Optimization exercise on an open flow, not production practice. RTL: at most simulated, not proved equivalent. Function not checked: run 8. Power: default activity.

`flow/flow/run.sh`:
```
#!/bin/bash
# The standard layout, with plain buf_1 cells as the port buffers (ORFS's
# buffer_ports otherwise picks clkdlybuf4s50_1 delay cells).
set -e
export BUFFER_PORTS_ARGS="-buffer_cell sky130_fd_sc_hd__buf_1"
bash standard.sh > standard.log 2>&1
```
`flow/standard.sh`:
```
#!/bin/bash
# synth_recipe.tcl (not shown) runs the flow's synth.tcl, then flattens the netlist and writes it again
# the make line also repeats each setting of config.mk as NAME=value (left out here)
make -C /OpenROAD-flow-scripts/flow DESIGN_CONFIG=/design/flow/config.mk WORK_HOME=/design/flow/orfs CLKGATE_MAP_FILE= SYNTH_SCRIPT=/design/flow/synth_recipe.tcl "${@:-finish}"
```
`flow/config.mk`:
```
export PLATFORM = sky130hd
export DESIGN_NAME = note_ring_led_pulse_encoder
export DESIGN_NICKNAME = note_ring_led_pulse_encoder
export VERILOG_FILES = /design/flow/design.v
export SDC_FILE = /design/flow/constraint.sdc
export NUM_CORES = 4
export LEC_CHECK = 0
export ABC_AREA = 1
export CAP_MARGIN = 20
export CORE_MARGIN = 2
export CORE_UTILIZATION = 40
export CTS_BUF_LIST = sky130_fd_sc_hd__clkbuf_8
export SETUP_SLACK_MARGIN = 4.1
export SLEW_MARGIN = 20
```
`flow/constraint.sdc`:
```
create_clock -name core_clock -period 7.5 [get_ports {clk}]
set_input_delay 1.5000 -clock core_clock [delete_from_list [all_inputs] [get_ports {clk}]]
set_output_delay 1.5000 -clock core_clock [all_outputs]
set_load 0.01 [all_outputs]
```
`flow/design.v`:
```
module nrle_kpal (
  input  logic [3:0]  code,
  input  logic [1:0]  ch,
  output logic [12:0] k,
  output logic [14:0] k3
);
  logic [27:0] kk;
  always_comb begin
    case ({code, ch})
      {4'd1, 2'd1}: kk = {15'd12300, 13'd4100};   
      {4'd2, 2'd0}: kk = {15'd1239, 13'd413};   
      {4'd2, 2'd1}: kk = {15'd11064, 13'd3688};   
      {4'd3, 2'd0}: kk = {15'd3696, 13'd1232};   
      {4'd3, 2'd1}: kk = {15'd8604, 13'd2868};   
      {4'd4, 2'd0}: kk = {15'd3084, 13'd1028};   
      {4'd4, 2'd1}: kk = {15'd7989, 13'd2663};   
      {4'd4, 2'd2}: kk = {15'd1239, 13'd413};   
      {4'd5, 2'd0}: kk = {15'd4071, 13'd1357};   
      {4'd5, 2'd1}: kk = {15'd4071, 13'd1357};   
      {4'd5, 2'd2}: kk = {15'd4071, 13'd1357};   
      {4'd6, 2'd0}: kk = {15'd12300, 13'd4100};   
      {4'd7, 2'd0}: kk = {15'd9852, 13'd3284};   
      {4'd7, 2'd1}: kk = {15'd1845, 13'd615};   
      {4'd7, 2'd2}: kk = {15'd1845, 13'd615};   
      {4'd8, 2'd0}: kk = {15'd5778, 13'd1926};   
      {4'd8, 2'd1}: kk = {15'd987, 13'd329};   
      {4'd8, 2'd2}: kk = {15'd5409, 13'd1803};   
      {4'd9, 2'd0}: kk = {15'd987, 13'd329};   
      {4'd9, 2'd1}: kk = {15'd861, 13'd287};   
      {4'd9, 2'd2}: kk = {15'd10449, 13'd3483};   
      {4'd10, 2'd2}: kk = {15'd12300, 13'd4100};   
      {4'd11, 2'd1}: kk = {15'd6189, 13'd2063};   
      {4'd11, 2'd2}: kk = {15'd6189, 13'd2063};   
      {4'd12, 2'd1}: kk = {15'd10449, 13'd3483};   
      {4'd12, 2'd2}: kk = {15'd1845, 13'd615};   
      default:       kk = {15'd12, 13'd4};   
    endcase
  end
  assign k  = kk[12:0];
  assign k3 = kk[27:13];
endmodule
module nrle_bdig (
  input  logic [6:0]       bright,
  output logic [2:0][4:0]  sel
);
  logic [9:0] bx;
  assign bx = {2'b00, bright, 1'b0};
  always_comb begin
    for (int i = 0; i < 3; i++) begin
      logic [3:0] d;
      d = bx[3*i +: 4];
      sel[i][4] = d[3] && !(d[2] && d[1] && d[0]);
      sel[i][0] = (d == 4'd1) || (d == 4'd2) || (d == 4'd13) || (d == 4'd14);
      sel[i][1] = (d == 4'd3) || (d == 4'd4) || (d == 4'd11) || (d == 4'd12);
      sel[i][2] = (d == 4'd5) || (d == 4'd6) || (d == 4'd9)  || (d == 4'd10);
      sel[i][3] = (d == 4'd7) || (d == 4'd8);
    end
  end
endmodule
module nrle_lane (
  input  logic [12:0]      k,
  input  logic [14:0]      k3,
  input  logic [2:0][4:0]  sel,
  output logic [6:0]       level
);
  localparam logic [20:0] KEEP = ~21'd31;
  logic [20:0] q;
  always_comb begin
    q = '0;
    for (int i = 0; i < 3; i++) begin
      logic [15:0] m;
      logic        neg;
      logic [20:0] r;
      neg = sel[i][4];
      m   = ({16{sel[i][0]}} & {3'b000, k})       | ({16{sel[i][1]}} & {2'b00, k, 1'b0}) |
            ({16{sel[i][2]}} & {1'b0, k3})        | ({16{sel[i][3]}} & {1'b0, k, 2'b00});
      r   = {{5{neg}}, m ^ {16{neg}}};
      q   = q + ((r << (3*i)) & KEEP) + ((21'(neg) << (3*i)) & KEEP);
    end
  end
  assign level = q[18:12];
endmodule
module nrle_merge (
  input  logic [15:0] codes,    
  output logic [15:0] slots,
  output logic [1:0]  nm1
);
  logic [3:0] a;
  logic [3:0] c [4];
  logic       none01, one01, two01;         
  logic       none012, one012, two012, three012;
  always_comb begin
    for (int i = 0; i < 4; i++) begin
      c[i] = codes[4*i +: 4];
      a[i] = (c[i] != 4'd0) && (c[i] <= 4'd12);
    end
    none01   = !a[0] && !a[1];
    one01    = a[0] ^ a[1];
    two01    = a[0] && a[1];
    none012  = none01 && !a[2];
    one012   = (one01 && !a[2]) || (none01 && a[2]);
    two012   = (two01 && !a[2]) || (one01 && a[2]);
    three012 = two01 && a[2];
    slots[3:0]   = ({4{a[0]}} & c[0]) |
                   ({4{a[1] && !a[0]}} & c[1]) |
                   ({4{a[2] && none01}} & c[2]) |
                   ({4{a[3] && none012}} & c[3]);
    slots[7:4]   = ({4{a[1] && a[0]}} & c[1]) |
                   ({4{a[2] && one01}} & c[2]) |
                   ({4{a[3] && one012}} & c[3]);
    slots[11:8]  = ({4{a[2] && two01}} & c[2]) |
                   ({4{a[3] && two012}} & c[3]);
    slots[15:12] = ({4{a[3] && three012}} & c[3]);
    case (a)
      4'b0000, 4'b0001, 4'b0010, 4'b0100, 4'b1000: nm1 = 2'd0;
      4'b1111:                                     nm1 = 2'd3;
      4'b0111, 4'b1011, 4'b1101, 4'b1110:          nm1 = 2'd2;
      default:                                     nm1 = 2'd1;
    endcase
  end
endmodule
module nrle_emit (
  input  logic        clk,
  input  logic        rst_n,
  output logic        ready,      
  input  logic        load,       
  input  logic [15:0] slots_in,
  input  logic [1:0]  nm1_in,
  input  logic [6:0]  bright_in,
  input  logic        res_ready,
  output logic        res_valid,
  output logic [3:0]  res_led_index,
  output logic [1:0]  res_color_channel,
  output logic [6:0]  res_level,
  output logic        res_last
);
  logic        fresh_r;
  logic [15:0] q_r;
  logic [1:0]  qp_r;
  logic [1:0]  nm1q_r;
  logic [6:0]  brq_r;
  logic        busy_r;
  logic        take_r;     
  logic [12:0] k_r;
  logic [14:0] k3_r;
  logic [2:0][4:0] sel_r;
  logic [3:0]  code_r;
  logic [1:0]  nm1_r;
  logic [3:0]  led_r;
  logic [1:0]  ch_r;
  logic        vld_r;
  logic [3:0]  ri_r;
  logic [1:0]  rc_r;
  logic [6:0]  rl_r;
  logic        adv, w_last, w_lastseg, seg_end, start, take;
  logic [3:0]  w_led;
  logic [1:0]  w_ch, ch_nxt;
  logic [3:0]  code_nxt;
  logic [12:0] k_nxt;
  logic [14:0] k3_nxt;
  logic [2:0][4:0] sel_nxt;
  logic [6:0]  level;
  assign w_led = led_r;
  assign w_ch  = ch_r;
  assign w_last = (w_led == 4'd11) && (w_ch == 2'd2);
  always_comb begin
    case (nm1_r)
      2'd0: begin
        seg_end   = 1'b0;
        w_lastseg = 1'b1;
      end
      2'd1: begin
        seg_end   = (w_led == 4'd5);
        w_lastseg = (w_led >= 4'd6);
      end
      2'd2: begin
        seg_end   = (w_led == 4'd3) || (w_led == 4'd7);
        w_lastseg = (w_led >= 4'd8);
      end
      default: begin
        seg_end   = (w_led == 4'd2) || (w_led == 4'd5) || (w_led == 4'd8);
        w_lastseg = (w_led >= 4'd9);
      end
    endcase
  end
  assign ready = !fresh_r && (!busy_r || w_lastseg);
  assign start    = fresh_r && (!busy_r || w_last);
  assign take     = take_r;
  assign ch_nxt   = (w_ch == 2'd2) ? 2'd0 : w_ch + 2'd1;
  assign code_nxt = take ? q_r[4*qp_r +: 4] : code_r;
  nrle_kpal u_kpal (
    .code (code_nxt),
    .ch   (ch_nxt),
    .k    (k_nxt),
    .k3   (k3_nxt)
  );
  nrle_bdig u_bdig (
    .bright (brq_r),
    .sel    (sel_nxt)
  );
  nrle_lane u_lane (
    .k     (k_r),
    .k3    (k3_r),
    .sel   (sel_r),
    .level (level)
  );
  assign adv = !vld_r || res_ready;
  always_ff @(posedge clk) begin
    if (!rst_n) begin
      fresh_r <= 1'b0;
      busy_r  <= 1'b0;
      vld_r   <= 1'b0;
      ch_r    <= 2'd2;
      take_r  <= 1'b1;
    end else begin
      if (load) begin
        fresh_r <= 1'b1;
      end else if (adv && start) begin
        fresh_r <= 1'b0;
      end
      if (adv) begin
        busy_r <= (busy_r && !w_last) || fresh_r;
        vld_r  <= busy_r;
      end
      if (adv && (start || (busy_r && !w_last))) begin
        ch_r <= ch_nxt;
      end
      if (adv) begin
        take_r <= !((busy_r && !w_last) || fresh_r) ||
                  ((w_ch == 2'd1) && (seg_end || w_led == 4'd11));
      end
    end
  end
  always_ff @(posedge clk) begin
    if (load) begin
      q_r    <= slots_in;
      qp_r   <= 2'd0;
      nm1q_r <= nm1_in;
      brq_r  <= bright_in;
    end else if (adv && take && (start || (busy_r && !w_last))) begin
      qp_r <= qp_r + 2'd1;
    end
    if (adv && start) begin
      led_r <= 4'd0;
    end else if (adv && busy_r && !w_last && w_ch == 2'd2) begin
      led_r <= led_r + 4'd1;
    end
    if (adv && (start || (busy_r && !w_last))) begin
      k_r    <= k_nxt;
      k3_r   <= k3_nxt;
      code_r <= code_nxt;
    end
    if (adv && start) begin
      sel_r <= sel_nxt;
      nm1_r <= nm1q_r;
    end
    if (adv && busy_r) begin
      ri_r <= w_led;
      rc_r <= w_ch;
      rl_r <= level;
    end
  end
  assign res_valid         = vld_r;
  assign res_led_index     = ri_r;
  assign res_color_channel = rc_r;
  assign res_level         = rl_r;
  assign res_last          = (ri_r == 4'd11) && (rc_r == 2'd2);
endmodule
module note_ring_led_pulse_encoder (
  input  logic        clk,
  input  logic        rst_n,
  input  logic        in_valid,
  output logic        in_ready,
  input  logic [3:0]  note_first,
  input  logic [3:0]  note_second,
  input  logic [3:0]  note_third,
  input  logic [3:0]  note_fourth,
  output logic        out_valid,
  input  logic        out_ready,
  output logic [3:0]  out_led_index,
  output logic [1:0]  out_color_channel,
  output logic [6:0]  out_level,
  output logic [31:0] out_pulse_pattern,
  output logic        out_last,
  input  logic        cfg_we,
  input  logic [6:0]  cfg_wdata
);
  localparam logic [6:0] BRIGHT_MAX   = 7'd100;
  localparam logic [6:0] BRIGHT_RESET = 7'd10;
  logic [6:0]  bright_r;
  logic [15:0] slots;
  logic [1:0]  nm1;
  logic        load;
  always_ff @(posedge clk) begin
    if (!rst_n) begin
      bright_r <= BRIGHT_RESET;
    end else if (cfg_we) begin
      bright_r <= (cfg_wdata > BRIGHT_MAX) ? BRIGHT_MAX : cfg_wdata;
    end
  end
  assign load = rst_n && in_valid && in_ready;
  nrle_merge u_merge (
    .codes ({note_fourth, note_third, note_second, note_first}),
    .slots (slots),
    .nm1   (nm1)
  );
  nrle_emit u_emit (
    .clk               (clk),
    .rst_n             (rst_n),
    .ready             (in_ready),
    .load              (load),
    .slots_in          (slots),
    .nm1_in            (nm1),
    .bright_in         (bright_r),
    .res_ready         (out_ready),
    .res_valid         (out_valid),
    .res_led_index     (out_led_index),
    .res_color_channel (out_color_channel),
    .res_level         (out_level),
    .res_last          (out_last)
  );
  for (genvar k = 0; k < 8; k++) begin : g_pulse
    assign out_pulse_pattern[4*k +: 4] = {1'b1, (k < 7) ? out_level[k] : 1'b0, 2'b00};
  end
endmodule
```
==> flow_summary.ini, run 1 <==
[yosys]
synth_seq_cells = 100
synthCells = 846
async_flop_share_pct = 0
syn-cell-area_um2 = 6950
ys_seq_area_share_pct = 40.5
syn_avg_cell_area_um2 = 8.21
yosys_warnings = 7
synth_flop_cell = edfxtp_1
ys_types = 48
synth_edf_count = 81

[clock_tree]
cts.path.max_buffers = 2
clockRootBuffer = clkbuf_8
path_clk_slew_ns = 0.10
htree_levels = 3
cts_sinks = 100
numCtsBuffers = 9
insertion_delay_ns = 0.37
cts_hold_buf = 0
cts_tree = yes

[critical_path]
cp-end-kind = primary output
path_cells = inv_2, ha_1, nor3_1, o311ai_1, nand2_1, inv_1, clkbuf_2
worstPathRequired_ns = 6.00
critPathKind = reg2out
critical_path.max_stage_delay_ns = 0.35
cp_slowest_cell = dfxtp_2
crit_arrival_ns = 1.73
critPathMaxFanout = 4
start_kind = flop

[sta]
rsz0062_at_grt = true
fin_hold_ws_ns = 0.440
setup_viol = 0
maxSlewHeadroom_pct = 50.3
tightest_slew_ns = 0.742
slew_viol_final = 0
hold_viol_final = 0
fmaxAchievable_mhz = 309
fin_crit_sh_pct = 43.1
period_needed_ns = 3.23
finalSetupTns_ns = 0
fin_skew_ns = 0.0159

[grt]
antenna_found_initial = 0
grt_use_total_pct = 18.0
grt_pass1_vias = 5346
overflow = 0
grt_pass1_wl_mm = 26.1
grt_start_max_net_pins = 31

[final_layout]
multi_input_area_um2 = 3460
drive_above_1_share_pct = 7.21
syn_to_final_growth_pct = 6.70
diodes = 0
final-seq-area_um2 = 2820
fin_nets = 946
final_area_um2 = 7410
nFillCells = 1694

[power_and_ir_drop]
seqPwrFrac_pct = 28.4
clkPwrFrac_pct = 10.0
switching_share_pct = 49.1
ir_worst_vdd_mv = 0.299
combPwrFrac_pct = 61.6
power_leakage_nw = 3.20
power_density_nw_per_um2 = 465
switching_power_w = 0.00169
intPower_w = 0.00175

[floorplanning]
die_w_um = 136
core_area_um2 = 17100
initial_core_util_pct = 40.6
io_pins = 76
dieArea_um2 = 18400
rows = 48
dieHeight_um = 136

[drt]
drc = 0
ant_nets = 0
via_count = 5781
wl_per_cell_um = 14.4
drt-initial-drc-count = 460
firstDrtPassIters = 5
via_per_inst = 5.19
routed_wl_mm = 16.0

[outcome]
status = no timing/DRC/antenna violations

[worst_hold_path]
min_path_type = reg2reg

[placed_design]
hpwlAfterDp_mm = 12.6
placed_cell_area_um2 = 7170
gp_congestion = 0.928
numPortBuffers = 50

[job]
maxCapViolCount = 0
synth_stat cells (all sizes together), types with 3 or more instances:
cell type / count / share of area (%)
nand2: 196 / 11
inv: 113 / 6.1
edfxtp: 81 / 35
nor2: 77 / 4.6
o21ai: 67 / 5.7
buf: 44 / 4.6
nand3: 44 / 3.4
o22ai: 34 / 3.1
a21oi: 33 / 2.4
xor2: 25 / 3.2
ha: 23 / 4.1
dfxtp: 19 / 5.5
a221oi: 18 / 2.3
fa: 12 / 3.5
nand4: 11 / 0.99
nor3: 10 / 0.72
clkbuf: 7 / 0.38
o211ai: 4 / 0.43
a21o: 3 / 0.32
nor3b: 3 / 0.32
final cells by class:
class,instances,share of cell area (%)
tap,225,3.80
inverter,114,5.86
multi-input combinational,604,46.7
clock buffer,10,1.86
sequential,100,38.0
timing repair buffer,54,2.95
clock inverter,6,0.895
cell usage in the layout, fill, tap and decap left out, types with 5 or more instances in the layout:
cell type / n
ha_1: 23
fa_1: 12
xor2_1: 25
nor2_1: 70
o21ai_0: 41
nand4_1: 11
a221oi_1: 17
inv_1: 103
nand3_1: 42
o21ai_1: 18
buf_1: 49
dfxtp_1: 17
nor2_2: 5
o22ai_1: 34
inv_2: 10
edfxtp_1: 81
nand2_1: 187
conb_1: 25
a21oi_1: 32
nor3_1: 9
clkbuf_8: 10
nand2_2: 7
final timing paths:
check	start	to	slack (ns)	depth (start not counted)
max	u_emit.led_r[0]	in_ready	4.27	7
min reg2reg	bright_r[6]	u_emit.brq_r[6]	0.44	0
max reg2reg	u_emit.sel_r[0]	u_emit.rl_r[5]	4.27	13
min	bright_r[6]	u_emit.brq_r[6]	0.44	0
routing by layer:
layer	track usage [%]	up-vias	routed length, um
met5	0	-	0
met3	2.43	29	733
met4	7.58	0	401
met1	22.3	2670	6930
met2	31.5	187	7920
li1	-	2895	-
worst max-delay path: cells and delay by family, from the launching register on:
family	cells	cell delay, ns
compound gates	1	0.34
fa+ha+maj	1	0.18
buf+inv	3	0.27
flops	1	0.35
simple gates	2	0.21
power groups by stage:
stage,logic [W],clock network [W],registers [W]
6_report,0.00212,0.000346,0.000977
5_1_grt,0.00241,0.000376,0.000997
4_1_cts,0.00210,0.000359,0.000977
3_5_place_dp,0.00209,0,0.000990
3_3_place_gp,0.00209,0,0.000988
2_1_floorplan,0.00168,0,0.000939
sequential cells by signal, summed over array words and instances (netlist names):
| name | flops |
|---|---|
| u_emit.busy_r | 1 |
| u_emit.code_r | 4 |
| u_emit.q_r | 16 |
| u_emit.nm1_r | 2 |
| u_emit.ri_r | 4 |
| u_emit.sel_r | 12 |
| u_emit.vld_r | 1 |
| u_emit.brq_r | 7 |
| u_emit.k3_r | 13 |
| u_emit.ch_r | 2 |
| u_emit.nm1q_r | 2 |
| u_emit.led_r | 4 |
| bright_r | 7 |
| u_emit.rl_r | 7 |
| u_emit.fresh_r | 1 |
| u_emit.take_r | 1 |
| u_emit.k_r | 12 |
| u_emit.rc_r | 2 |
| u_emit.qp_r | 2 |
what timing repair did:
item,CTS,global route
pin swaps,0,2
buffers inserted,0,2
resized for setup,1,7
setup endpoints to repair,1,4
metrics by stage:
step                      power, W  setup WS [ns]  util (%)  instances
after CTS                  0.00344           4.14      43.1       1111
after global routing       0.00378           4.04      43.3       1113
final                      0.00345           4.27      43.3       1113
after detailed placement   0.00308           3.85      41.9       1095
after floorplan            0.00262           4.37         -        869
after global placement     0.00308           3.90      41.9       1095
kinds of logic after synthesis:
family,after synthesis,synth area share (%)
AO/OA/AOI/OAI,171,15.6
adder cells (fa/ha/maj),35,7.60
AND/OR/NAND/NOR,346,21.6
other,2,0.108
flip-flops,100,40.5
XOR/XNOR,27,3.40
buffers and inverters,165,11.2
Testbench counts, summed over its fixed seeds: cycles 13,848.
==> run 2: changes to the inputs <==
--- a/flow/config.mk
+++ b/flow/config.mk
@@ -11,4 +11,4 @@
 export CORE_UTILIZATION = 40
 export CTS_BUF_LIST = sky130_fd_sc_hd__clkbuf_8
-export SETUP_SLACK_MARGIN = 4.1
+export SETUP_SLACK_MARGIN = 4.5
 export SLEW_MARGIN = 20
==> flow_summary.ini, run 2 <==
[floorplanning]
initial_core_util_pct = 40.6
die_w_um = 136
dieHeight_um = 136
dieArea_um2 = 18400
core_area_um2 = 17100
io_pins = 76
rows = 48

[worst_hold_path]
min_path_type = reg2reg

[final_layout]
final_area_um2 = 8610
drive_above_1_share_pct = 22.1
instances_no_fill = 1185
reg.largest.list = u_emit.q_r (16), u_emit.k3_r (13)
diodes = 0
largest_reg_flops = 16
fin_nets = 1018
syn_to_final_growth_pct = 24.0
final_cell_mix = nand2_1, inv_1, edfxtp_1
nFillCells = 1569
utilization_pct = 50.3
final_common_cell = nand2_1
top_register = u_emit.q_r

[critical_path]
critical_path.max_stage_delay_ns = 0.38
critPathMaxFanout = 3
critPathKind = reg2out
cp-end-kind = primary output
critPathMostFrequentCell = nand2_2
path_cells = buf_6, ha_4, inv_4, nand3_2, nand2_2, o311ai_4, nand2_2, inv_1, buf_2
worstPathRequired_ns = 6.00
path_buf_inv = 4
worst-r2r-setup-slack_ns = 4.37
critPathTopFamily = flip-flops
crit_arrival_ns = 1.67
start_kind = flop
cp_slowest_cell = dfxtp_4

[sta]
finalSetupTns_ns = 0
period_needed_ns = 3.17
rsz0062_at_grt = true
tightest_slew_ns = 0.771
maxSlewHeadroom_pct = 48.6
fin_crit_sh_pct = 42.3
slew_viol_final = 0
fmaxAchievable_mhz = 315
fin_skew_ns = 0.0313
hold_viol_final = 0
setup_viol = 0

[clock_tree]
path_clk_slew_ns = 0.12
htree_levels = 3
cts_hold_buf = 0
insertion_delay_ns = 0.39
numCtsBuffers = 9
cts_sinks = 100
clockRootBuffer = clkbuf_8
cts_tree = yes
cts.path.max_buffers = 2

[yosys]
yosys.area.top_type = edfxtp_1
synth_edf_count = 81
synth_seq_cells = 100
syn_avg_cell_area_um2 = 8.21
synth.top_cells.by_count = nand2_1, inv_1, edfxtp_1
ys_seq_area_share_pct = 40.5
synth_flop_cell = edfxtp_1
synthCells = 846
syn-cell-area_um2 = 6950
synth_top_area_share_pct = 35.0
ys_types = 48
yosysMostFrequentCell = nand2_1
async_flop_share_pct = 0
yosys_warnings = 7
ys_top_cells_by_area = edfxtp_1, nand2_1, inv_1

[grt]
overflow = 0
grt_pass1_wl_mm = 28.1
grt_use_total_pct = 19.4
antenna_found_initial = 0
grt_start_max_net_pins = 31
grt_pass1_vias = 5680

[placed_design]
numPortBuffers = 50
placed_cell_area_um2 = 7170
gp_congestion = 0.904
dp.cells = 1094
hpwlAfterDp_mm = 12.9

[power_and_ir_drop]
power.total_w = 0.00426
power_leakage_nw = 3.68
ir_worst_vdd_mv = 0.374
power_density_nw_per_um2 = 494

[drt]
routed_wl_mm = 18.5
drt-initial-drc-count = 528
ant_nets = 0
wl_per_cell_um = 15.6
drc = 0
firstDrtPassIters = 5
via_per_inst = 5.24
via_count = 6208

[outcome]
status = no timing/DRC/antenna violations

[job]
maxCapViolCount = 0
==> run 2: cell counts after synthesis <==
No cell type changed its count.
==> run 2: per-stage QoR <==
stage | hold WS (ns) | setup slack, ns
after floorplan | 0.400 | 4.49
after CTS | 0.447 | 4.36
final | 0.446 | 4.33
after global placement | 0.422 | 4.16
after detailed placement | 0.422 | 4.13
after global routing | 0.467 | 4.27
==> run 2: cell families after synthesis <==
logic type                 Yosys count  synth area share [%]
xor gates and xnor gates            27                  3.40
other                                2                 0.108
adders and majority gates           35                  7.60
AOI/OAI and AO/OA                  171                  15.6
DFF                                100                  40.5
buffers and inverters              165                  11.2
and+or+nand+nor                    346                  21.6
==> run 2: repair_timing <==
item / in CTS / in global routing
gates resized for setup: 49 / 93
pin swaps: 8 / 51
buffers inserted: 50 / 21
gates cloned: 0 / 4
setup endpoints to repair: 7 / 47
==> run 2: worst reg2reg max path: stages, from the launching register on <==
cell and delay (ns):
dfxtp_2 0.50, nor2_1 0.12, o311ai_4 0.33, nand2_2 0.11, buf_6 0.13, buf_6 0.10, buf_6 0.10, buf_6 0.10
buf_6 0.10, buf_6 0.10, buf_4 0.12, buf_4 0.12, buf_4 0.12, buf_6 0.10, buf_6 0.10, buf_6 0.11
nor2_4 0.25, clkbuf_16 0.22
==> run 2: area by class of cell <==
class	count	area, um^2	area share (%)
timing repair inverter	1	5.00	0.0581
timing repair buffer	125	903	10.5
inverter	114	450	5.23
clock buffer	9	124	1.44
multi-input combinational	604	3950	45.9
clock inverter	7	75.1	0.871
sequential	100	2820	32.8
tap	225	282	3.27
==> run 2: power breakdown <==
| part | leakage [nW] | internal (W) | switching [W] | total (W) |
|---|---|---|---|---|
| clock network | 0.109 | 0.000158 | 0.000197 | 0.000356 |
| registers | 0.930 | 0.000858 | 0.000135 | 0.000993 |
| logic | 2.64 | 0.00121 | 0.00170 | 0.00291 |
| total | 3.68 | 0.00222 | 0.00204 | 0.00426 |
==> run 2: metal layers <==
| metal | GRT usage [%] | vias to the layer above | wire, um |
|---|---|---|---|
| li1 | - | 3032 | - |
| met1 | 24.2 | 2927 | 7600 |
| met2 | 34.0 | 200 | 9540 |
| met3 | 2.28 | 49 | 796 |
| met4 | 7.93 | 0 | 574 |
| met5 | 0 | - | 0 |
==> run 2: worst paths after layout <==
path | end | startpoint | cells after the start
worst min register to register | u_emit.brq_r[5] | bright_r[5] | 0
worst min-delay path | u_emit.brq_r[5] | bright_r[5] | 0
worst max register to register | u_emit.brq_r[2] | u_emit.led_r[3] | 17
worst max-delay path | in_ready | u_emit.led_r[0] | 9
==> run 3: changes to the inputs <==
--- a/flow/config.mk
+++ b/flow/config.mk
@@ -11,4 +11,4 @@
 export CORE_UTILIZATION = 40
 export CTS_BUF_LIST = sky130_fd_sc_hd__clkbuf_8
-export SETUP_SLACK_MARGIN = 4.5
+export SETUP_SLACK_MARGIN = 4.3
 export SLEW_MARGIN = 20
==> flow_summary.ini, run 3 <==
[outcome]
status = no timing/DRC/antenna violations

[yosys]
synth_top_area_share_pct = 35.0
synthCells = 846
async_flop_share_pct = 0
ys_seq_area_share_pct = 40.5
yosys.area.top_type = edfxtp_1
synth.top_cells.by_count = nand2_1, inv_1, edfxtp_1
syn-cell-area_um2 = 6950
yosys_warnings = 7
synth_edf_count = 81
syn_avg_cell_area_um2 = 8.21
yosysMostFrequentCell = nand2_1
ys_types = 48
ys_top_cells_by_area = edfxtp_1, nand2_1, inv_1
synth_flop_cell = edfxtp_1
synth_seq_cells = 100

[placed_design]
placed_cell_area_um2 = 7170
gp_congestion = 0.928
numPortBuffers = 50
hpwlAfterDp_mm = 12.6

[sta]
fin_crit_sh_pct = 41.9
fin_skew_ns = 0.0163
rsz0062_at_grt = true
hold_viol_final = 0
slew_viol_final = 0
setup_viol = 0
period_needed_ns = 3.14
fmaxAchievable_mhz = 318
maxSlewHeadroom_pct = 52.0
tightest_slew_ns = 0.718
finalSetupTns_ns = 0

[final_layout]
top_register = u_emit.q_r
multi_input_area_um2 = 3530
final_area_um2 = 7620
largest_reg_flops = 16
nFillCells = 1681
diodes = 0
fin_nets = 963
final-seq-area_um2 = 2820
reg.largest.list = u_emit.q_r (16), u_emit.k3_r (13)
drive_above_1_share_pct = 11.3
final_cell_mix = nand2_1, inv_1, edfxtp_1
final_common_cell = nand2_1
syn_to_final_growth_pct = 9.63

[drt]
ant_nets = 0
firstDrtPassIters = 5
via_count = 5852
drc = 0
wl_per_cell_um = 14.4
routed_wl_mm = 16.3
via_per_inst = 5.18
drt-initial-drc-count = 448

[floorplanning]
initial_core_util_pct = 40.6
dieHeight_um = 136
die_w_um = 136
dieArea_um2 = 18400
rows = 48
io_pins = 76
core_area_um2 = 17100

[clock_tree]
clockRootBuffer = clkbuf_8
numCtsBuffers = 9
path_clk_slew_ns = 0.10
cts_tree = yes
cts.path.max_buffers = 2
insertion_delay_ns = 0.38
cts_sinks = 100
htree_levels = 3

[critical_path]
cp-end-kind = primary output
worstPathRequired_ns = 6.00
start_kind = flop
reg2reg_depth = 11
critPathMaxFanout = 5
critPathKind = reg2out
crit_arrival_ns = 1.64
worst-r2r-setup-slack_ns = 4.42

[grt]
overflow = 0
grt_use_total_pct = 18.1
grt_pass1_wl_mm = 26.3
grt_pass1_vias = 5381
grt_start_max_net_pins = 31
antenna_found_initial = 0

[power_and_ir_drop]
seqPwrFrac_pct = 27.7
switching_share_pct = 49.0
clkPwrFrac_pct = 9.8
ir_worst_vdd_mv = 0.338
switching_power_w = 0.00173
power_leakage_nw = 3.30
power_density_nw_per_um2 = 464
combPwrFrac_pct = 62.5
intPower_w = 0.00181

[worst_hold_path]
min_path_type = reg2reg
holdPathStages = 0

[job]
maxCapViolCount = 0
-- run 3: cell counts after synthesis --
Identical to the previous run, type by type.
-- run 3: final cells by class --
type / instances / area share, %
Multi-Input combinational cell: 604 / 46.3
Sequential cell: 100 / 37.0
Inverter: 114 / 5.73
Timing Repair Buffer: 71 / 4.52
Tap cell: 225 / 3.70
Clock buffer: 10 / 1.81
Clock inverter: 6 / 0.871
-- run 3: path summary, 6_finish.rpt --
path	startpoint	end
setup / recovery	u_emit.led_r[1]	in_ready
hold / removal	bright_r[6]	u_emit.brq_r[6]
setup reg to reg	u_emit.sel_r[2]	u_emit.rl_r[5]
hold reg to reg	bright_r[6]	u_emit.brq_r[6]
-- run 3: cells by family after synthesis --
kind of cell,synth area share [%]
AO/OA/AOI/OAI,15.6
XOR/XNOR,3.40
adder cells (fa/ha/maj),7.60
buffers and inverters,11.2
flip-flops,40.5
other,0.108
AND/OR/NAND/NOR,21.6
-- run 3: critical path: stages, from the launching register on --
cell      delay [ns]
dfxtp_4         0.37
buf_4           0.14
ha_4            0.15
nor3_1          0.20
o311ai_2        0.13
nand2_1         0.11
inv_1           0.04
buf_2           0.13
-- run 3: routing by layer --
metal | vias up | share of wire (%) | track usage [%]
met4 | 0 | 2.8 | 7.87
met3 | 32 | 5.1 | 2.43
met5 | - | 0 | 0
met1 | 2683 | 43 | 22.4
met2 | 212 | 49 | 31.5
li1 | 2925 | - | -
-- run 3: repair_timing --
| action | in CTS | in global routing |
|---|---|---|
| pin swaps | 2 | 3 |
| hold buffers | 0 | 0 |
| buffers inserted | 4 | 15 |
| endpoints found under the hold margin | 0 | 0 |
| setup endpoints to repair | 4 | 8 |
| gates resized for setup | 10 | 26 |
-- run 3: power groups by stage --
stage	Combinational (W)	Sequential [W]	Clock [W]
finish	0.00221	0.000981	0.000347
global placement	0.00209	0.000988	0
global route	0.00250	0.000997	0.000376
floorplan	0.00168	0.000939	0
CTS	0.00212	0.000974	0.000359
detailed placement	0.00209	0.000990	0
-- run 3: stage by stage --
stage	worst slack, ns	total power, W	cells	hold slack, ns	utilization [%]
floorplan	4.37	0.00262	869	0.400	-
global placement	3.90	0.00308	1095	0.414	41.9
detailed placement	3.85	0.00308	1095	0.417	41.9
CTS	4.25	0.00345	1115	0.441	43.4
global route	4.23	0.00388	1130	0.449	44.5
finish	4.36	0.00354	1130	0.440	44.5
==> run 4: changes to the inputs <==
--- a/flow/config.mk
+++ b/flow/config.mk
@@ -9,5 +9,5 @@
 export CAP_MARGIN = 20
 export CORE_MARGIN = 2
-export CORE_UTILIZATION = 40
+export CORE_UTILIZATION = 58
 export CTS_BUF_LIST = sky130_fd_sc_hd__clkbuf_8
 export SETUP_SLACK_MARGIN = 4.3
==> flow_summary.ini, run 4 <==
[yosys]
yosys.area.top_type = edfxtp_1
ys_seq_area_share_pct = 40.5
async_flop_share_pct = 0
synth_top_family_by_area = simple AND/OR/NAND/NOR gates
synth_top_area_share_pct = 35.0
synth_mux_area_share_pct = 0
synth_fa_ha_area_share_pct = 7.60
ys_types = 48
synth_xor_area_share_pct = 3.40
syn-cell-area_um2 = 6950
ys_top_cells_by_area = edfxtp_1, nand2_1, inv_1
synth_edf_count = 81
yosys_warnings = 7
yosysMostFrequentCell = nand2_1
syn_avg_cell_area_um2 = 8.21
synth.top_cells.by_count = nand2_1, inv_1, edfxtp_1
synth_flop_cell = edfxtp_1
synth_seq_cells = 100
synth_compound_area_share_pct = 15.6
synthCells = 846
yosys.area_share.simple_pct = 21.6

[power_and_ir_drop]
intPower_w = 0.00179
seqPwrFrac_pct = 27.0
switching_share_pct = 50.7
clkPwrFrac_pct = 8.9
combPwrFrac_pct = 64.1
switching_power_w = 0.00185
power_density_nw_per_um2 = 479
ir_worst_vdd_mv = 0.251
power_leakage_nw = 3.31

[final_layout]
largest_reg_flops = 16
final_area_um2 = 7600
utilization_pct = 65.7
drive_above_1_share_pct = 12.3
reg.largest.list = u_emit.q_r (16), u_emit.k3_r (13)
fin_nets = 965
final_common_cell = nand2_1
nFillCells = 943
syn_to_final_growth_pct = 9.42
top_register = u_emit.q_r
instances_no_fill = 1050
multi_input_area_um2 = 3580
final_cell_mix = nand2_1, inv_1, edfxtp_1
final-seq-area_um2 = 2820
diodes = 0

[placed_design]
numPortBuffers = 50
dp.cells = 1014
hpwlAfterDp_mm = 12.6
gp_congestion = 0.938
placed_cell_area_um2 = 7080

[grt]
grt_pass1_vias = 5641
grt_use_total_pct = 26.2
grt_pass1_wl_mm = 27.1
overflow = 0
antenna_found_initial = 0
grt_start_max_net_pins = 31

[drt]
routed_wl_mm = 16.9
wl_per_cell_um = 16.1
via_count = 6089
ant_nets = 0
drt-initial-drc-count = 590
firstDrtPassIters = 5
via_per_inst = 5.80
drc = 0

[critical_path]
start_kind = flop
worstPathRequired_ns = 7.63
critPathMaxFanout = 5
crit_arrival_ns = 3.25
critPathKind = reg2reg
cp-end-kind = flop

[sta]
fmaxAchievable_mhz = 321
fin_crit_sh_pct = 41.6
finalSetupTns_ns = 0
maxSlewHeadroom_pct = 52.4
tightest_slew_ns = 0.711
rsz0062_at_grt = true
fin_hold_ws_ns = 0.440
period_needed_ns = 3.12
hold_viol_final = 0
setup_viol = 0
slew_viol_final = 0
fin_skew_ns = 0.0219

[worst_hold_path]
min_path_type = reg2reg

[floorplanning]
die_w_um = 113
dieHeight_um = 113
io_pins = 76
rows = 39
core_area_um2 = 11600
dieArea_um2 = 12900
initial_core_util_pct = 60.1

[clock_tree]
numCtsBuffers = 9
cts.path.max_buffers = 2
cts_tree = yes
insertion_delay_ns = 0.36
clockRootBuffer = clkbuf_8
path_clk_slew_ns = 0.10
cts_sinks = 100
cts_hold_buf = 0
htree_levels = 3

[job]
maxCapViolCount = 0

[outcome]
status = no timing/DRC/antenna violations
==> run 4: final timing paths <==
kind | from | to | slack (ns) | cells after the start
setup reg to reg | u_emit.k_r[12] | u_emit.rl_r[6] | 4.38 | 13
setup / recovery | u_emit.k_r[12] | u_emit.rl_r[6] | 4.38 | 13
hold / removal | bright_r[5] | u_emit.brq_r[5] | 0.44 | 0
hold reg to reg | bright_r[5] | u_emit.brq_r[5] | 0.44 | 0
==> run 4: final cells by class <==
cell class                      count  area share, %
Multi-Input combinational cell    604           47.0
Sequential cell                   100           37.1
Inverter                          114           5.74
Timing Repair Buffer               73           5.18
Tap cell                          143           2.35
Clock buffer                        9           1.63
Clock inverter                      7          0.955
==> run 4: kinds of logic (layout without fill, tap and decap cells) <==
kind of cell               count (synthesis)  count (layout)
xor gates and xnor gates                  27              27
other                                      2              25
adders and majority gates                 35              35
AOI/OAI and AO/OA                        171             171
DFF                                      100             100
buffers and inverters                    165             203
and+or+nand+nor                          346             346
==> run 4: power by group through the flow <==
stage,combinational (W),clock (W),sequential (W)
floorplan,0.00168,0,0.000939
global placement,0.00211,0,0.000972
detailed placement,0.00212,0,0.000980
CTS,0.00216,0.000330,0.000973
global route,0.00261,0.000349,0.000998
finish,0.00234,0.000324,0.000982
==> run 4: through the flow <==
step	power, W	worst slack [ns]
floorplan	0.00262	4.37
global placement	0.00309	4.03
detailed placement	0.00310	3.90
CTS	0.00346	4.30
global route	0.00396	4.21
finish	0.00364	4.38
==> run 4: timing repair <==
item | CTS | global route
cloned | 0 | 0
gates resized for setup | 19 | 26
setup buffers | 6 | 13
pin swaps | 3 | 5
setup endpoints to repair | 5 | 13
==> run 4: worst max-delay path: stages (launching register included) <==
cell      delay, ns
edfxtp_1       0.44
inv_1          0.17
o22ai_1        0.11
a221oi_1       0.28
xor2_1         0.28
fa_1           0.44
ha_1           0.39
a21o_1         0.21
a21oi_1        0.15
nor2_1         0.08
nor3_2         0.19
nand2_1        0.07
nand2_1        0.05
nand2_1        0.04
==> run 4: routing by layer <==
layer / wire length [um] / track usage [%]
met1: 7110 / 34.6
met5: 0 / 0
met2: 8320 / 45.2
met4: 388 / 8.86
met3: 1100 / 2.87
==> run 5: changes to the inputs <==
--- a/flow/config.mk
+++ b/flow/config.mk
@@ -9,6 +9,7 @@
 export CAP_MARGIN = 20
 export CORE_MARGIN = 2
-export CORE_UTILIZATION = 58
+export CORE_UTILIZATION = 50
 export CTS_BUF_LIST = sky130_fd_sc_hd__clkbuf_8
+export GPL_TIMING_DRIVEN = 0
 export SETUP_SLACK_MARGIN = 4.3
 export SLEW_MARGIN = 20
==> flow_summary.ini, run 5 <==
[clock_tree]
htree_levels = 3
cts_sinks = 100
cts.path.max_buffers = 2
path_clk_slew_ns = 0.11
numCtsBuffers = 9
cts_tree = yes
insertion_delay_ns = 0.38
clockRootBuffer = clkbuf_8

[floorplanning]
dieArea_um2 = 14900
die_w_um = 122
rows = 43
dieHeight_um = 122
initial_core_util_pct = 50.6
core_area_um2 = 13700
io_pins = 76

[sta]
maxSlewHeadroom_pct = 49.9
period_needed_ns = 3.10
fin_skew_ns = 0.0215
finalSetupTns_ns = 0
tightest_slew_ns = 0.750
setup_viol = 0
fmaxAchievable_mhz = 322
finalWorstSetupSlack_ns = 4.40
slew_viol_final = 0
rsz0062_at_grt = true
hold_viol_final = 0
fin_crit_sh_pct = 41.4

[drt]
wl_per_cell_um = 15.4
firstDrtPassIters = 5
drt-initial-drc-count = 457
via_per_inst = 5.36
routed_wl_mm = 17.2
ant_nets = 0
via_count = 5999
drc = 0

[final_layout]
drive_above_1_share_pct = 15.6
instances_no_fill = 1120
largest_reg_flops = 16
reg.largest.list = u_emit.q_r (16), u_emit.k3_r (13)
final_cell_mix = nand2_1, inv_1, edfxtp_1
diodes = 0
final_common_cell = nand2_1
top_register = u_emit.q_r
final_area_um2 = 7920
fin_nets = 998
syn_to_final_growth_pct = 14.0

[yosys]
ys_seq_area_share_pct = 40.5
async_flop_share_pct = 0
syn_avg_cell_area_um2 = 8.21
syn-cell-area_um2 = 6950
synth_seq_cells = 100
synthCells = 846
ys_top_cells_by_area = edfxtp_1, nand2_1, inv_1
yosysMostFrequentCell = nand2_1
yosys_warnings = 7
yosys.area.top_type = edfxtp_1
synth_flop_cell = edfxtp_1
synth_edf_count = 81
synth_top_area_share_pct = 35.0
ys_types = 48
synth.top_cells.by_count = nand2_1, inv_1, edfxtp_1

[placed_design]
placed_cell_area_um2 = 7450
numPortBuffers = 49
hpwlAfterDp_mm = 13.4
dpl_worst_slack_ns = 3.85
gp_congestion = 0.986
dp.cells = 1098

[grt]
grt_pass1_wl_mm = 28.2
antenna_found_initial = 0
grt_pass1_vias = 5780
grt_start_max_net_pins = 31
overflow = 0
grt_use_total_pct = 24.1

[critical_path]
startpoint = u_emit.sel_r[7]
start_kind = flop
worstReg2RegEnd = u_emit.rl_r[5]
crit_arrival_ns = 3.25
reg2reg_depth = 12
critPathMaxFanout = 10
critPathKind = reg2reg
timing.rr.start = u_emit.sel_r[7]
worst-r2r-setup-slack_ns = 4.40
crit_path_end = u_emit.rl_r[5]
worstPathRequired_ns = 7.65
cp-end-kind = flop

[worst_hold_path]
min_path_type = reg2reg
holdCritStartpoint = bright_r[2]

[outcome]
status = no timing/DRC/antenna violations

[power_and_ir_drop]
ir_worst_vdd_mv = 0.212
power_leakage_nw = 3.47
power.total_w = 0.00377
power_density_nw_per_um2 = 476

[job]
maxCapViolCount = 0
==> run 5: cell counts after synthesis <==
Identical to the previous run, type by type.
==> run 5: repair_timing <==
item	4_1_cts	5_1_grt
gates resized for setup	19	46
pin swaps	1	6
endpoints found under the setup margin	9	13
setup buffers	2	4
hold buffers	0	0
==> run 5: critical path, stage by stage, from the launching register on <==
cell      delay [ns]
edfxtp_1        0.44
buf_2           0.25
a221oi_2        0.33
xor2_1          0.14
fa_1            0.55
inv_1           0.04
ha_1            0.31
a21oi_1         0.22
o21ai_1         0.12
a221oi_2        0.27
nand2_1         0.08
nand2_1         0.06
nand2_1         0.06
==> run 5: cell families after synthesis <==
logic type	after synthesis	synth area share, %
AND/OR/NAND/NOR	346	21.6
flip-flops	100	40.5
adder cells (fa/ha/maj)	35	7.60
XOR/XNOR	27	3.40
AO/OA/AOI/OAI	171	15.6
other	2	0.108
buffers and inverters	165	11.2
==> run 5: worst min-delay path by stage <==
stage	end	cells past startpoint
floorplan	u_emit.nm1_r[0]	0
global placement	u_emit.brq_r[0]	0
detailed placement	u_emit.brq_r[5]	0
CTS	u_emit.brq_r[2]	0
global route	u_emit.brq_r[5]	0
finish	u_emit.brq_r[2]	0
==> run 5: area by class of cell <==
| cell class | instances | area (um^2) |
|---|---|---|
| Buffer | 51 | 360 |
| Clock buffer | 9 | 124 |
| Clock inverter | 7 | 82.6 |
| Fill cell | 1280 | 5800 |
| Inverter | 114 | 444 |
| Multi-Input combinational cell | 604 | 3630 |
| Sequential cell | 100 | 2820 |
| Tap cell | 180 | 225 |
| Timing Repair Buffer | 55 | 230 |
==> run 5: where the power goes <==
part | internal [W] | switching (W)
sequential | 0.000857 | 0.000125
clock | 0.000161 | 0.000201
combinational | 0.000869 | 0.00155
total | 0.00189 | 0.00188
==> run 5: layer usage <==
metal,global-route usage [%],vias to the layer above,part of all wire [%]
li1,-,3002,-
met1,32.0,2775,45
met2,39.0,184,47
met3,4.26,38,4.9
met4,10.3,0,3.1
met5,0,-,0
==> run 5: metrics by stage <==
step,utilization (%),hold slack [ns]
3_3_place_gp,54.3,0.416
5_1_grt,57.7,0.454
3_5_place_dp,54.3,0.413
4_1_cts,56.4,0.437
2_1_floorplan,-,0.400
6_report,57.7,0.428
==> run 6: changes to the inputs <==
--- a/flow/config.mk
+++ b/flow/config.mk
@@ -11,5 +11,4 @@
 export CORE_UTILIZATION = 50
 export CTS_BUF_LIST = sky130_fd_sc_hd__clkbuf_8
-export GPL_TIMING_DRIVEN = 0
 export SETUP_SLACK_MARGIN = 4.3
 export SLEW_MARGIN = 20
==> flow_summary.ini, run 6 <==
[clock_tree]
clockRootBuffer = clkbuf_8
htree_levels = 3
cts_sinks = 100
cts_hold_buf = 0
insertion_delay_ns = 0.38
cts.path.max_buffers = 2
cts_tree = yes
numCtsBuffers = 9
path_clk_slew_ns = 0.10

[outcome]
status = no timing/DRC/antenna violations

[sta]
finalSetupTns_ns = 0
setup_viol = 0
rsz0062_at_grt = true
maxSlewHeadroom_pct = 51.4
tightest_slew_ns = 0.726
fmaxAchievable_mhz = 325
hold_viol_final = 0
fin_crit_sh_pct = 41.0
fin_skew_ns = 0.0111
slew_viol_final = 0
fin_hold_ws_ns = 0.436
period_needed_ns = 3.08

[critical_path]
worstPathRequired_ns = 7.62
cp-end-kind = flop
start_kind = flop
critPathKind = reg2reg
critPathMaxFanout = 9
crit_arrival_ns = 3.19

[grt]
grt_pass1_wl_mm = 27.4
antenna_found_initial = 0
overflow = 0
grt_start_max_net_pins = 31
grt_pass1_vias = 5592
grt_use_total_pct = 23.4

[worst_hold_path]
min_path_type = reg2reg

[drt]
wl_per_cell_um = 15.5
routed_wl_mm = 16.8
via_per_inst = 5.52
via_count = 5999
drc = 0
ant_nets = 0
drt-initial-drc-count = 480
firstDrtPassIters = 6

[placed_design]
numPortBuffers = 50
gp_congestion = 0.934
dp.cells = 1051
hpwlAfterDp_mm = 13.0

[power_and_ir_drop]
combPwrFrac_pct = 64.0
switching_share_pct = 50.6
power_density_nw_per_um2 = 476
switching_power_w = 0.00183
seqPwrFrac_pct = 27.0
power_leakage_nw = 3.30
ir_worst_vdd_mv = 0.192
clkPwrFrac_pct = 9.0
intPower_w = 0.00178

[yosys]
yosysMostFrequentCell = nand2_1
synth_top_area_share_pct = 35.0
syn_avg_cell_area_um2 = 8.21
yosys.area.top_type = edfxtp_1
synthCells = 846
async_flop_share_pct = 0
synth.top_cells.by_count = nand2_1, inv_1, edfxtp_1
ys_top_cells_by_area = edfxtp_1, nand2_1, inv_1
syn-cell-area_um2 = 6950
yosys_warnings = 7
synth_edf_count = 81
ys_types = 48
synth_flop_cell = edfxtp_1
ys_seq_area_share_pct = 40.5
synth_seq_cells = 100

[floorplanning]
io_pins = 76
die_w_um = 122
dieHeight_um = 122
rows = 43
dieArea_um2 = 14900
initial_core_util_pct = 50.6
core_area_um2 = 13700

[final_layout]
drive_above_1_share_pct = 12.3
final_common_cell = nand2_1
diodes = 0
syn_to_final_growth_pct = 9.02
fin_nets = 965
final_cell_mix = nand2_1, inv_1, edfxtp_1
reg.largest.list = u_emit.q_r (16), u_emit.k3_r (13)
instances_no_fill = 1087
largest_reg_flops = 16
nFillCells = 1316
top_register = u_emit.q_r
final-seq-area_um2 = 2820
multi_input_area_um2 = 3550

[job]
maxCapViolCount = 0
-- run 6: cells by family after synthesis --
logic type      Yosys count  synth area share (%)
other cells               2                 0.108
xor+xnor                 27                  3.40
compound gates          171                  15.6
simple gates            346                  21.6
buf+inv                 165                  11.2
fa+ha+maj                35                  7.60
flops                   100                  40.5
-- run 6: stage by stage --
stage / utilization (%) / setup WS (ns) / cell area, um^2 / total power [W]
after floorplan: - / 4.37 / 7030 / 0.00262
after global placement: 51.9 / 4.04 / 7120 / 0.00312
after detailed placement: 51.9 / 3.89 / 7120 / 0.00312
after CTS: 53.9 / 4.29 / 7400 / 0.00351
after global routing: 55.2 / 4.25 / 7570 / 0.00393
final: 55.2 / 4.42 / 7570 / 0.00361
-- run 6: cell type report --
| cell class | instances | share of cell area [%] |
|---|---|---|
| clock buffers | 10 | 1.82 |
| multi-input cells | 604 | 46.8 |
| well taps | 180 | 2.97 |
| repair buffers | 73 | 4.77 |
| flip-flops and latches | 100 | 37.2 |
| inverters | 114 | 5.78 |
| clock inverters | 6 | 0.562 |
-- run 6: final timing paths --
| kind | slack (ns) | endpoint | depth (start not counted) | startpoint |
|---|---|---|---|---|
| max | 4.42 | u_emit.rl_r[6] | 15 | u_emit.sel_r[2] |
| min | 0.44 | u_emit.brq_r[0] | 0 | bright_r[0] |
| max reg2reg | 4.42 | u_emit.rl_r[6] | 15 | u_emit.sel_r[2] |
| min reg2reg | 0.44 | u_emit.brq_r[0] | 0 | bright_r[0] |
-- run 6: worst max-delay path: stages (launching register included) --
cell      delay [ns]
edfxtp_1        0.37
buf_4           0.19
nand2_1         0.07
o21ai_0         0.07
a21oi_1         0.22
xor2_1          0.22
fa_1            0.44
inv_1           0.07
ha_2            0.30
a21o_1          0.20
a31oi_2         0.19
nor2_1          0.08
nor3_2          0.13
nand2_1         0.07
nand2_1         0.06
nand2_1         0.11
-- run 6: what timing repair did --
item                       4_1_cts  5_1_grt
resized for setup               15       31
buffers inserted                 7       13
setup endpoints to repair        4       12
pin swaps                        1        4
-- run 6: power by group through the flow --
stage | clock, W | combinational (W) | sequential, W
after floorplan | 0 | 0.00168 | 0.000939
after global placement | 0 | 0.00214 | 0.000980
after detailed placement | 0 | 0.00214 | 0.000981
after CTS | 0.000334 | 0.00221 | 0.000969
after global routing | 0.000355 | 0.00258 | 0.000992
final | 0.000325 | 0.00231 | 0.000974
-- run 6: metal layers --
layer / share of wire [%] / track usage, % / up-vias / wire length [um]
met5: 0 / 0 / - / 0
met4: 2.6 / 8.69 / 0 / 433
met3: 5.8 / 3.93 / 37 / 969
met2: 47 / 37.9 / 227 / 7890
met1: 45 / 31.8 / 2802 / 7560
li1: - / - / 2933 / -
==> run 7: changes to the inputs <==
--- a/flow/config.mk
+++ b/flow/config.mk
@@ -11,4 +11,4 @@
 export CORE_UTILIZATION = 50
 export CTS_BUF_LIST = sky130_fd_sc_hd__clkbuf_8
-export SETUP_SLACK_MARGIN = 4.3
+export SETUP_SLACK_MARGIN = 4.4
 export SLEW_MARGIN = 20
==> flow_summary.ini, run 7 <==
[floorplanning]
io_pins = 76
dieHeight_um = 122
die_w_um = 122
rows = 43
core_area_um2 = 13700
initial_core_util_pct = 50.6
dieArea_um2 = 14900

[sta]
finalSetupTns_ns = 0
maxSlewHeadroom_pct = 49.3
fin_skew_ns = 0.0189
hold_viol_final = 0
period_needed_ns = 3.11
setup_viol = 0
tightest_slew_ns = 0.759
rsz0062_at_grt = true
fmaxAchievable_mhz = 321
slew_viol_final = 0
fin_crit_sh_pct = 41.5

[worst_hold_path]
min_path_type = reg2reg

[grt]
grt_pass1_wl_mm = 27.8
grt_pass1_vias = 5700
grt_use_total_pct = 23.8
grt_start_max_net_pins = 31
overflow = 0
antenna_found_initial = 0

[power_and_ir_drop]
power_leakage_nw = 3.52
ir_worst_vdd_mv = 0.329
switching_power_w = 0.00207
intPower_w = 0.00216
seqPwrFrac_pct = 23.6
power_density_nw_per_um2 = 513
clkPwrFrac_pct = 8.9
switching_share_pct = 48.9
combPwrFrac_pct = 67.5
power.total_w = 0.00423

[clock_tree]
insertion_delay_ns = 0.38
clockRootBuffer = clkbuf_8
path_clk_slew_ns = 0.10
htree_levels = 3
cts_hold_buf = 0
cts_sinks = 100
cts_tree = yes
cts.path.max_buffers = 2
numCtsBuffers = 9

[drt]
drt-initial-drc-count = 415
ant_nets = 0
firstDrtPassIters = 5
via_count = 6162
route.met3.wl_um = 996
met1_length_mm = 7.97
wl_per_cell_um = 16.4
met2_length_mm = 8.88
drc = 0
routed_wl_mm = 18.3
via_per_inst = 5.52
top_layer_used = met4

[yosys]
synth_top_area_share_pct = 35.0
ys_types = 48
yosys_warnings = 7
synth_edf_count = 81
synth_flop_cell = edfxtp_1
synth_seq_cells = 100
synthCells = 846
ys_seq_area_share_pct = 40.5
synth.top_cells.by_count = nand2_1, inv_1, edfxtp_1
yosys.area.top_type = edfxtp_1
yosysMostFrequentCell = nand2_1
ys_top_cells_by_area = edfxtp_1, nand2_1, inv_1
async_flop_share_pct = 0
syn_avg_cell_area_um2 = 8.21
syn-cell-area_um2 = 6950

[final_layout]
final_common_cell = nand2_1
diodes = 0
syn_to_final_growth_pct = 18.6
largest_reg_flops = 16
top_register = u_emit.q_r
drive_above_1_share_pct = 19.0
reg.largest.list = u_emit.q_r (16), u_emit.k3_r (13)
final_cell_mix = nand2_1, inv_1, edfxtp_1
instances_no_fill = 1116
fin_nets = 994

[placed_design]
dp.cells = 1050
hpwlAfterDp_mm = 13.1
numPortBuffers = 50
gp_congestion = 0.920

[critical_path]
critPathMaxFanout = 7
start_kind = flop
worstPathRequired_ns = 7.64
critPathKind = reg2reg
cp-end-kind = flop
crit_arrival_ns = 3.25

[outcome]
status = no timing/DRC/antenna violations

[job]
maxCapViolCount = 0
## run 7: cell types whose count changed in the layout (fill, tap and decap cells not counted), sizes merged
cell      before  now
buf           73   99
bufinv         0    2
clkbuf        10   11
clkinv         0    5
clkinvlp       0    1
inv          120  114
## run 7: worst paths after layout
kind | from | end | slack (ns) | cells past startpoint
min | bright_r[4] | u_emit.brq_r[4] | 0.43 | 0
min reg2reg | bright_r[4] | u_emit.brq_r[4] | 0.43 | 0
max | u_emit.sel_r[2] | u_emit.rl_r[6] | 4.39 | 13
max reg2reg | u_emit.sel_r[2] | u_emit.rl_r[6] | 4.39 | 13
## run 7: cell type report
cell class                 count  area (um^2)
tap                          180          225
timing repair buffer         101          666
timing repair inverter         1         7.51
clock inverter                 7          101
sequential                   100         2820
multi-input combinational    604         3850
inverter                     114          444
clock buffer                   9          124
fill                        1219         5480
## run 7: cell families after synthesis
family | Yosys count | synth area share, %
other | 2 | 0.108
XOR/XNOR | 27 | 3.40
AO/OA/AOI/OAI | 171 | 15.6
adder cells (fa/ha/maj) | 35 | 7.60
AND/OR/NAND/NOR | 346 | 21.6
buffers and inverters | 165 | 11.2
flip-flops | 100 | 40.5
## run 7: what timing repair did
item                                    in CTS  in global routing
buffers inserted                            19                 26
gates resized for setup                     30                 78
endpoints found under the setup margin       9                 39
pin swaps                                    2                 34
hold endpoints to repair                     0                  0
cloned                                       0                  4
## run 7: power groups by stage
stage / Clock, W / Sequential [W] / Combinational [W]
6_report: 0.000378 / 0.000998 / 0.00285
3_3_place_gp: 0 / 0.000982 / 0.00213
5_1_grt: 0.000411 / 0.00102 / 0.00313
4_1_cts: 0.000389 / 0.000978 / 0.00221
3_5_place_dp: 0 / 0.000985 / 0.00213
2_1_floorplan: 0 / 0.000939 / 0.00168
## run 7: worst max-delay path, stage by stage, from the launching register on
cell and delay (ns):
edfxtp_1 0.59, buf_6 0.21, a221oi_4 0.23, xor2_1 0.20
fa_1 0.45, inv_2 0.08, ha_4 0.20, a21o_1 0.23
a31oi_4 0.23, nor2_2 0.05, nor3_2 0.22, nand2_1 0.08
nand2_1 0.06, nand2_1 0.05
## run 7: metal layers
layer  vias up  global-route usage, %
met4         0                   8.91
met3        39                   4.59
met1      2932                   31.2
li1       2992                      -
met2       199                   39.4
met5         -                      0
## run 7: per-stage QoR
stage	util [%]	hold WS, ns	instance area, um^2	setup WS, ns
floorplan	-	0.400	7040	4.41
global placement	51.9	0.415	7120	4.03
detailed placement	51.9	0.414	7120	3.80
CTS	55.0	0.436	7540	4.27
global route	60.1	0.447	8240	4.24
finish	60.1	0.435	8240	4.39
==> run 8: changes to the inputs <==
--- a/flow/design.v
+++ b/flow/design.v
@@ -8,31 +8,31 @@
   always_comb begin
     case ({code, ch})
-      {4'd1, 2'd1}: kk = {15'd12300, 13'd4100};   
-      {4'd2, 2'd0}: kk = {15'd1239, 13'd413};   
+      {4'd1, 2'd1}: kk = {15'd12288, 13'd4096};   
+      {4'd2, 2'd0}: kk = {15'd1236, 13'd412};   
       {4'd2, 2'd1}: kk = {15'd11064, 13'd3688};   
       {4'd3, 2'd0}: kk = {15'd3696, 13'd1232};   
       {4'd3, 2'd1}: kk = {15'd8604, 13'd2868};   
-      {4'd4, 2'd0}: kk = {15'd3084, 13'd1028};   
-      {4'd4, 2'd1}: kk = {15'd7989, 13'd2663};   
-      {4'd4, 2'd2}: kk = {15'd1239, 13'd413};   
-      {4'd5, 2'd0}: kk = {15'd4071, 13'd1357};   
-      {4'd5, 2'd1}: kk = {15'd4071, 13'd1357};   
-      {4'd5, 2'd2}: kk = {15'd4071, 13'd1357};   
-      {4'd6, 2'd0}: kk = {15'd12300, 13'd4100};   
-      {4'd7, 2'd0}: kk = {15'd9852, 13'd3284};   
-      {4'd7, 2'd1}: kk = {15'd1845, 13'd615};   
-      {4'd7, 2'd2}: kk = {15'd1845, 13'd615};   
-      {4'd8, 2'd0}: kk = {15'd5778, 13'd1926};   
-      {4'd8, 2'd1}: kk = {15'd987, 13'd329};   
-      {4'd8, 2'd2}: kk = {15'd5409, 13'd1803};   
-      {4'd9, 2'd0}: kk = {15'd987, 13'd329};   
+      {4'd4, 2'd0}: kk = {15'd3093, 13'd1031};   
+      {4'd4, 2'd1}: kk = {15'd7992, 13'd2664};   
+      {4'd4, 2'd2}: kk = {15'd1236, 13'd412};   
+      {4'd5, 2'd0}: kk = {15'd4068, 13'd1356};   
+      {4'd5, 2'd1}: kk = {15'd4068, 13'd1356};   
+      {4'd5, 2'd2}: kk = {15'd4068, 13'd1356};   
+      {4'd6, 2'd0}: kk = {15'd12288, 13'd4096};   
+      {4'd7, 2'd0}: kk = {15'd9849, 13'd3283};   
+      {4'd7, 2'd1}: kk = {15'd1848, 13'd616};   
+      {4'd7, 2'd2}: kk = {15'd1848, 13'd616};   
+      {4'd8, 2'd0}: kk = {15'd5781, 13'd1927};   
+      {4'd8, 2'd1}: kk = {15'd984, 13'd328};   
+      {4'd8, 2'd2}: kk = {15'd5412, 13'd1804};   
+      {4'd9, 2'd0}: kk = {15'd984, 13'd328};   
       {4'd9, 2'd1}: kk = {15'd861, 13'd287};   
       {4'd9, 2'd2}: kk = {15'd10449, 13'd3483};   
-      {4'd10, 2'd2}: kk = {15'd12300, 13'd4100};   
-      {4'd11, 2'd1}: kk = {15'd6189, 13'd2063};   
-      {4'd11, 2'd2}: kk = {15'd6189, 13'd2063};   
+      {4'd10, 2'd2}: kk = {15'd12288, 13'd4096};   
+      {4'd11, 2'd1}: kk = {15'd6147, 13'd2049};   
+      {4'd11, 2'd2}: kk = {15'd6147, 13'd2049};   
       {4'd12, 2'd1}: kk = {15'd10449, 13'd3483};   
-      {4'd12, 2'd2}: kk = {15'd1845, 13'd615};   
-      default:       kk = {15'd12, 13'd4};   
+      {4'd12, 2'd2}: kk = {15'd1848, 13'd616};   
+      default:       kk = {15'd0, 13'd0};   
     endcase
   end
@@ -42,17 +42,11 @@
 module nrle_bdig (
   input  logic [6:0]       bright,
-  output logic [2:0][4:0]  sel
+  output logic [3:0][2:0]  sel
 );
-  logic [9:0] bx;
-  assign bx = {2'b00, bright, 1'b0};
   always_comb begin
-    for (int i = 0; i < 3; i++) begin
-      logic [3:0] d;
-      d = bx[3*i +: 4];
-      sel[i][4] = d[3] && !(d[2] && d[1] && d[0]);
-      sel[i][0] = (d == 4'd1) || (d == 4'd2) || (d == 4'd13) || (d == 4'd14);
-      sel[i][1] = (d == 4'd3) || (d == 4'd4) || (d == 4'd11) || (d == 4'd12);
-      sel[i][2] = (d == 4'd5) || (d == 4'd6) || (d == 4'd9)  || (d == 4'd10);
-      sel[i][3] = (d == 4'd7) || (d == 4'd8);
+    for (int i = 0; i < 4; i++) begin
+      logic [1:0] d;
+      d = (i == 3) ? {1'b0, bright[6]} : bright[2*i +: 2];
+      sel[i] = {d == 2'd3, d == 2'd2, d == 2'd1};
     end
   end
@@ -61,5 +55,5 @@
   input  logic [12:0]      k,
   input  logic [14:0]      k3,
-  input  logic [2:0][4:0]  sel,
+  input  logic [3:0][2:0]  sel,
   output logic [6:0]       level
 );
@@ -68,13 +62,9 @@
   always_comb begin
     q = '0;
-    for (int i = 0; i < 3; i++) begin
-      logic [15:0] m;
-      logic        neg;
-      logic [20:0] r;
-      neg = sel[i][4];
-      m   = ({16{sel[i][0]}} & {3'b000, k})       | ({16{sel[i][1]}} & {2'b00, k, 1'b0}) |
-            ({16{sel[i][2]}} & {1'b0, k3})        | ({16{sel[i][3]}} & {1'b0, k, 2'b00});
-      r   = {{5{neg}}, m ^ {16{neg}}};
-      q   = q + ((r << (3*i)) & KEEP) + ((21'(neg) << (3*i)) & KEEP);
+    for (int i = 0; i < 4; i++) begin
+      logic [14:0] m;
+      m = ({15{sel[i][0]}} & {2'b00, k}) | ({15{sel[i][1]}} & {1'b0, k, 1'b0}) |
+          ({15{sel[i][2]}} & k3);
+      q = q + ((21'(m) << (2*i)) & KEEP);
     end
   end
@@ -144,5 +134,5 @@
   logic [12:0] k_r;
   logic [14:0] k3_r;
-  logic [2:0][4:0] sel_r;
+  logic [3:0][2:0] sel_r;
   logic [3:0]  code_r;
   logic [1:0]  nm1_r;
@@ -159,5 +149,5 @@
   logic [12:0] k_nxt;
   logic [14:0] k3_nxt;
-  logic [2:0][4:0] sel_nxt;
+  logic [3:0][2:0] sel_nxt;
   logic [6:0]  level;
   assign w_led = led_r;
--- a/flow/config.mk
+++ b/flow/config.mk
@@ -6,9 +6,7 @@
 export NUM_CORES = 4
 export LEC_CHECK = 0
-export ABC_AREA = 1
 export CAP_MARGIN = 20
 export CORE_MARGIN = 2
-export CORE_UTILIZATION = 50
-export CTS_BUF_LIST = sky130_fd_sc_hd__clkbuf_8
-export SETUP_SLACK_MARGIN = 4.4
+export CORE_UTILIZATION = 40
+export SETUP_SLACK_MARGIN = 4.0
 export SLEW_MARGIN = 20
==> flow_summary.ini, run 8 <==
[critical_path]
start_kind = flop
worstPathRequired_ns = 7.60
critPathMaxFanout = 6
critPathKind = reg2reg
crit_arrival_ns = 3.99
cp-end-kind = flop

[drt]
via_per_inst = 5.70
via_count = 5385
routed_wl_mm = 15.9
drt-initial-drc-count = 1111
ant_nets = 0
drc = 0
firstDrtPassIters = 8
wl_per_cell_um = 16.9

[placed_design]
numPortBuffers = 50
hpwlAfterDp_mm = 11.3
dpl_worst_slack_ns = 3.56
gp_congestion = 0.975

[grt]
grt_pass1_vias = 5215
antenna_found_initial = 0
grt.met3_usage_pct = 3.22
grt_start_max_net_pins = 42
overflow = 0
grt_pass1_wl_mm = 25.8
busiest_layer = met2
gr-usage-met1_pct = 21.1
gr-usage-met2_pct = 32.0
grt_use_total_pct = 18.1

[clock_tree]
numCtsBuffers = 9
cts.path.max_buffers = 2
cts_hold_buf = 0
cts_tree = yes
clockRootBuffer = clkbuf_16
insertion_delay_ns = 0.35
cts_sinks = 98
path_clk_slew_ns = 0.07
htree_levels = 3

[final_layout]
syn_to_final_growth_pct = 12.8
fin_nets = 790
final_cell_mix = edfxtp_1, inv_1, nor2_1
reg.largest.list = u_emit.q_r (16), u_emit.k3_r (14), u_emit.k_r (11)
multi_input_area_um2 = 3360
final_common_cell = edfxtp_1
largest_reg_flops = 16
nFillCells = 1524
top_register = u_emit.q_r
diodes = 0
final-seq-area_um2 = 2750
drive_above_1_share_pct = 11.7

[sta]
fin_crit_sh_pct = 51.8
hold_viol_final = 0
fin_skew_ns = 0.00805
fmaxAchievable_mhz = 258
finalSetupTns_ns = 0
rsz0062_at_grt = true
finalWorstSetupSlack_ns = 3.62
slew_viol_final = 0
tightest_slew_ns = 0.895
maxSlewHeadroom_pct = 40.3
period_needed_ns = 3.88
fin_hold_ws_ns = 0.417
setup_viol = 0

[outcome]
status = no timing/DRC/antenna violations

[floorplanning]
dieHeight_um = 133
rows = 47
die_w_um = 133
core_area_um2 = 16400
dieArea_um2 = 17600
initial_core_util_pct = 40.4
io_pins = 76

[yosys]
yosys_warnings = 7
yosys.area.top_type = edfxtp_1
synth_seq_cells = 98
syn_avg_cell_area_um2 = 9.93
synth.top_cells.by_count = edfxtp_1, inv_1, nor2_1
ys_seq_area_share_pct = 41.6
ys_top_cells_by_area = edfxtp_1, dfxtp_1, a222oi_1
syn-cell-area_um2 = 6620
synth_flop_cell = edfxtp_1
async_flop_share_pct = 0
ys_types = 71
synthCells = 667
synth_top_area_share_pct = 35.8
yosysMostFrequentCell = edfxtp_1
synth_edf_count = 79

[worst_hold_path]
min_path_type = reg2reg

[power_and_ir_drop]
power_leakage_nw = 2.98
power_density_nw_per_um2 = 480
power.total_w = 0.00358
ir_worst_vdd_mv = 0.385

[job]
maxCapViolCount = 0
[run 8: critical path, cell delays in order, from the launching register on]
cell and delay (ns):
edfxtp_1 0.50, buf_4 0.18, a222oi_1 0.30, inv_1 0.10
fa_1 0.49, inv_1 0.05, fa_1 0.50, inv_2 0.05
ha_4 0.21, a21o_1 0.19, a21oi_2 0.20, a21boi_4 0.08
o41a_1 0.45, a221oi_2 0.27, xnor2_1 0.08
[run 8: cells by family after synthesis]
family | count (synthesis) | share of synthesized area (%)
mux | 13 | 3.10
fa+ha+maj | 43 | 10.1
buf+inv | 139 | 10.3
simple gates | 189 | 14.5
other cells | 2 | 0.113
compound gates | 169 | 18.6
xor+xnor | 14 | 1.85
flops | 98 | 41.6
[run 8: layer usage]
metal,up-vias,part of all wire [%]
li1,2492,-
met1,2539,39
met2,305,51
met3,49,6.7
met4,0,3.4
met5,-,0
[run 8: through the flow]
| stage | util, % | cells | instance area (um^2) |
|---|---|---|---|
| 6_report | 45.5 | 944 | 7470 |
| 5_1_grt | 45.5 | 944 | 7470 |
| 4_1_cts | 45.0 | 937 | 7390 |
| 3_5_place_dp | 41.8 | 895 | 6850 |
| 3_3_place_gp | 41.8 | 895 | 6850 |
| 2_1_floorplan | - | 690 | 6780 |
[run 8: path summary, 6_finish.rpt]
path	depth (start not counted)	endpoint	slack [ns]	start
worst min-delay path	0	u_emit.brq_r[0]	0.42	bright_r[0]
worst max register to register	14	u_emit.rl_r[6]	3.62	u_emit.sel_r[7]
worst min register to register	0	u_emit.brq_r[0]	0.42	bright_r[0]
worst max-delay path	14	u_emit.rl_r[6]	3.62	u_emit.sel_r[7]
[run 8: power by group]
part / switching, W / internal, W / total, W
clock: 0.000198 / 0.000290 / 0.000488
sequential: 0.000147 / 0.000828 / 0.000975
combinational: 0.00119 / 0.000925 / 0.00212
total: 0.00154 / 0.00204 / 0.00358
[run 8: layout make-up]
cell class | instances | share of cell area [%]
Sequential cell | 98 | 36.9
Clock buffer | 12 | 3.59
Multi-Input combinational cell | 453 | 44.9
Timing Repair Buffer | 87 | 6.60
Clock inverter | 4 | 0.721
Inverter | 70 | 3.60
Tap cell | 220 | 3.69
[run 8: timing repair]
action,CTS,global route
setup endpoints to repair,6,12
resized for setup,6,2
setup buffers,26,6
pin swaps,21,11
